This is an optimization exercise on Yosys and OpenROAD, whose aim is a short achievable clock period and few clock cycles, not a production implementation. Only simulation tests tie the RTL to the original design; equivalence was not proved. Power and IR drop assume default switching activity.

==> module dm_pick_d4, before the edit <==
module dm_pick_d4 (
    input  logic [3:0] sel,
    input  logic [3:0] d,
    output logic       y
);
    assign y = |(sel & d);
endmodule
==> module dm_pick_d3s4, before the edit <==
module dm_pick_d3s4 (
    input  logic [2:0] sel,
    input  logic [2:0] d,
    input  logic [3:0] sign_sel,
    input  logic [3:0] s,
    output logic       y
);
    assign y = |(sel & d) | |(sign_sel & s);
endmodule
==> module dm_pick_d2s4, before the edit <==
module dm_pick_d2s4 (
    input  logic [1:0] sel,
    input  logic [1:0] d,
    input  logic [3:0] sign_sel,
    input  logic [3:0] s,
    output logic       y
);
    assign y = |(sel & d) | |(sign_sel & s);
endmodule
==> module dm_pick_d1s4, before the edit <==
module dm_pick_d1s4 (
    input  logic       sel,
    input  logic       d,
    input  logic [3:0] sign_sel,
    input  logic [3:0] s,
    output logic       y
);
    assign y = (sel & d) | |(sign_sel & s);
endmodule
==> flow/config.mk <==
export PLATFORM = sky130hd
export DESIGN_NAME = data_mem_subsystem
export DESIGN_NICKNAME = data_mem_subsystem
export VERILOG_FILES = /design/flow/design.v
export SDC_FILE = /design/flow/constraint.sdc
export NUM_CORES = 4
export LEC_CHECK = 0
export ABC_CLOCK_PERIOD_IN_PS = 2000
export CAP_MARGIN = 20
export CORE_MARGIN = 2
export CORE_UTILIZATION = 55
export SETUP_SLACK_MARGIN = 4.4
export SLEW_MARGIN = 60
export SYNTH_HIERARCHICAL = 1
export SYNTH_MEMORY_MAX_BITS = 16384
export SYNTH_MINIMUM_KEEP_SIZE = 0
==> flow/constraint.sdc <==
create_clock -name core_clock -period 8.0 [get_ports {clock}]
set_input_delay 1.6000 -clock core_clock [delete_from_list [all_inputs] [get_ports {clock}]]
set_output_delay 1.6000 -clock core_clock [all_outputs]
set_load 0.01 [all_outputs]
run.sh (not shown) runs the stock make flow with config.mk's settings and CLKGATE_MAP_FILE= SYNTH_SCRIPT=/design/flow/synth_recipe.tcl, a recipe that flattens the netlist after the stock synthesis.
The starting point finished clean.
Testbench counts at the start, summed over its fixed seeds: cycles 24,975.
==> next run, changes <==
--- a/flow/design.v
+++ b/flow/design.v
@@ -112,36 +112,58 @@
     input  logic [3:0] sel,
     input  logic [3:0] d,
     output logic       y
 );
-    assign y = |(sel & d);
+    logic [1:0] t_n;
+    dm_aoi22 u0 (.a1(sel[0]), .a2(d[0]), .b1(sel[1]), .b2(d[1]), .y_n(t_n[0]));
+    dm_aoi22 u1 (.a1(sel[2]), .a2(d[2]), .b1(sel[3]), .b2(d[3]), .y_n(t_n[1]));
+    dm_nand2 u2 (.a(t_n), .y(y));
 endmodule
 module dm_pick_d3s4 (
     input  logic [2:0] sel,
     input  logic [2:0] d,
     input  logic [3:0] sign_sel,
     input  logic [3:0] s,
     output logic       y
 );
-    assign y = |(sel & d) | |(sign_sel & s);
+    logic [3:0] t_n;
+    dm_aoi22 u0 (.a1(sel[0]), .a2(d[0]), .b1(sel[1]), .b2(d[1]), .y_n(t_n[0]));
+    dm_aoi22 u1 (.a1(sel[2]), .a2(d[2]), .b1(sign_sel[0]), .b2(s[0]), .y_n(t_n[1]));
+    dm_aoi22 u2 (.a1(sign_sel[1]), .a2(s[1]), .b1(sign_sel[2]), .b2(s[2]), .y_n(t_n[2]));
+    dm_nand2 u3 (.a({sign_sel[3], s[3]}), .y(t_n[3]));
+    dm_nand4 u4 (.a(t_n), .y(y));
 endmodule
 module dm_pick_d2s4 (
     input  logic [1:0] sel,
     input  logic [1:0] d,
     input  logic [3:0] sign_sel,
     input  logic [3:0] s,
     output logic       y
 );
-    assign y = |(sel & d) | |(sign_sel & s);
+    logic [2:0] t_n;
+    dm_aoi22 u0 (.a1(sel[0]), .a2(d[0]), .b1(sel[1]), .b2(d[1]), .y_n(t_n[0]));
+    dm_aoi22 u1 (.a1(sign_sel[0]), .a2(s[0]), .b1(sign_sel[1]), .b2(s[1]), .y_n(t_n[1]));
+    dm_aoi22 u2 (.a1(sign_sel[2]), .a2(s[2]), .b1(sign_sel[3]), .b2(s[3]), .y_n(t_n[2]));
+    dm_nand3 u3 (.a(t_n), .y(y));
 endmodule
 module dm_pick_d1s4 (
     input  logic       sel,
     input  logic       d,
     input  logic [3:0] sign_sel,
     input  logic [3:0] s,
     output logic       y
 );
-    assign y = (sel & d) | |(sign_sel & s);
+    logic [2:0] t_n;
+    dm_nand2 u0 (.a({sel, d}), .y(t_n[0]));
+    dm_aoi22 u1 (.a1(sign_sel[0]), .a2(s[0]), .b1(sign_sel[1]), .b2(s[1]), .y_n(t_n[1]));
+    dm_aoi22 u2 (.a1(sign_sel[2]), .a2(s[2]), .b1(sign_sel[3]), .b2(s[3]), .y_n(t_n[2]));
+    dm_nand3 u3 (.a(t_n), .y(y));
+endmodule
+module dm_nand3 (
+    input  logic [2:0] a,
+    output logic       y
+);
+    assign y = !(&a);
 endmodule
 `default_nettype wire
 `timescale 1ns/1ps
 `default_nettype none
Worst setup slack improved by 0.18 ns.
Die area is about the same.
Clock power increases slightly.
Final cell count came out lower slightly.
Via count came out lower by a few percent.
Synthesized cell count barely changes.
Testbench counts after the change, summed over its fixed seeds: cycles 24,975.

-- separate check: timing with driven ports --
The flow's constraints put no driver on any port. The routed layouts listed below were extracted and timed again, unchanged, in two steps.
Step 1 (the two cells are an assumption about what drives the block):
set clk [get_ports {clock}]
set_driving_cell -lib_cell sky130_fd_sc_hd__clkbuf_16 $clk
set_driving_cell -lib_cell sky130_fd_sc_hd__buf_2 [delete_from_list [all_inputs] $clk]
Step 2, shift: input delay + t, output delay - t, t = (earliest + latest rising clock arrival at the registers) / 2. This alone moves slack from input paths to output paths.
Three values: ideal, step 1, step 2; two values: the first two.
| run | t (ns) | setup slack, ns | clock arrival spread, ns | worst register clock-pin slew, ns |
|---|---|---|---|---|
| the first run | 1.291 | 3.873 / 3.813 / 2.522 | 0.074 / 0.074 | 0.07 / 0.07 |
| the second run | 1.261 | 4.057 / 3.854 / 2.593 | 0.047 / 0.047 | 0.07 / 0.07 |
After both steps every run listed still meets setup and hold. The setup slack of the second run, which loses most, moves by -0.203 ns with the drivers and by -1.464 ns with both steps.
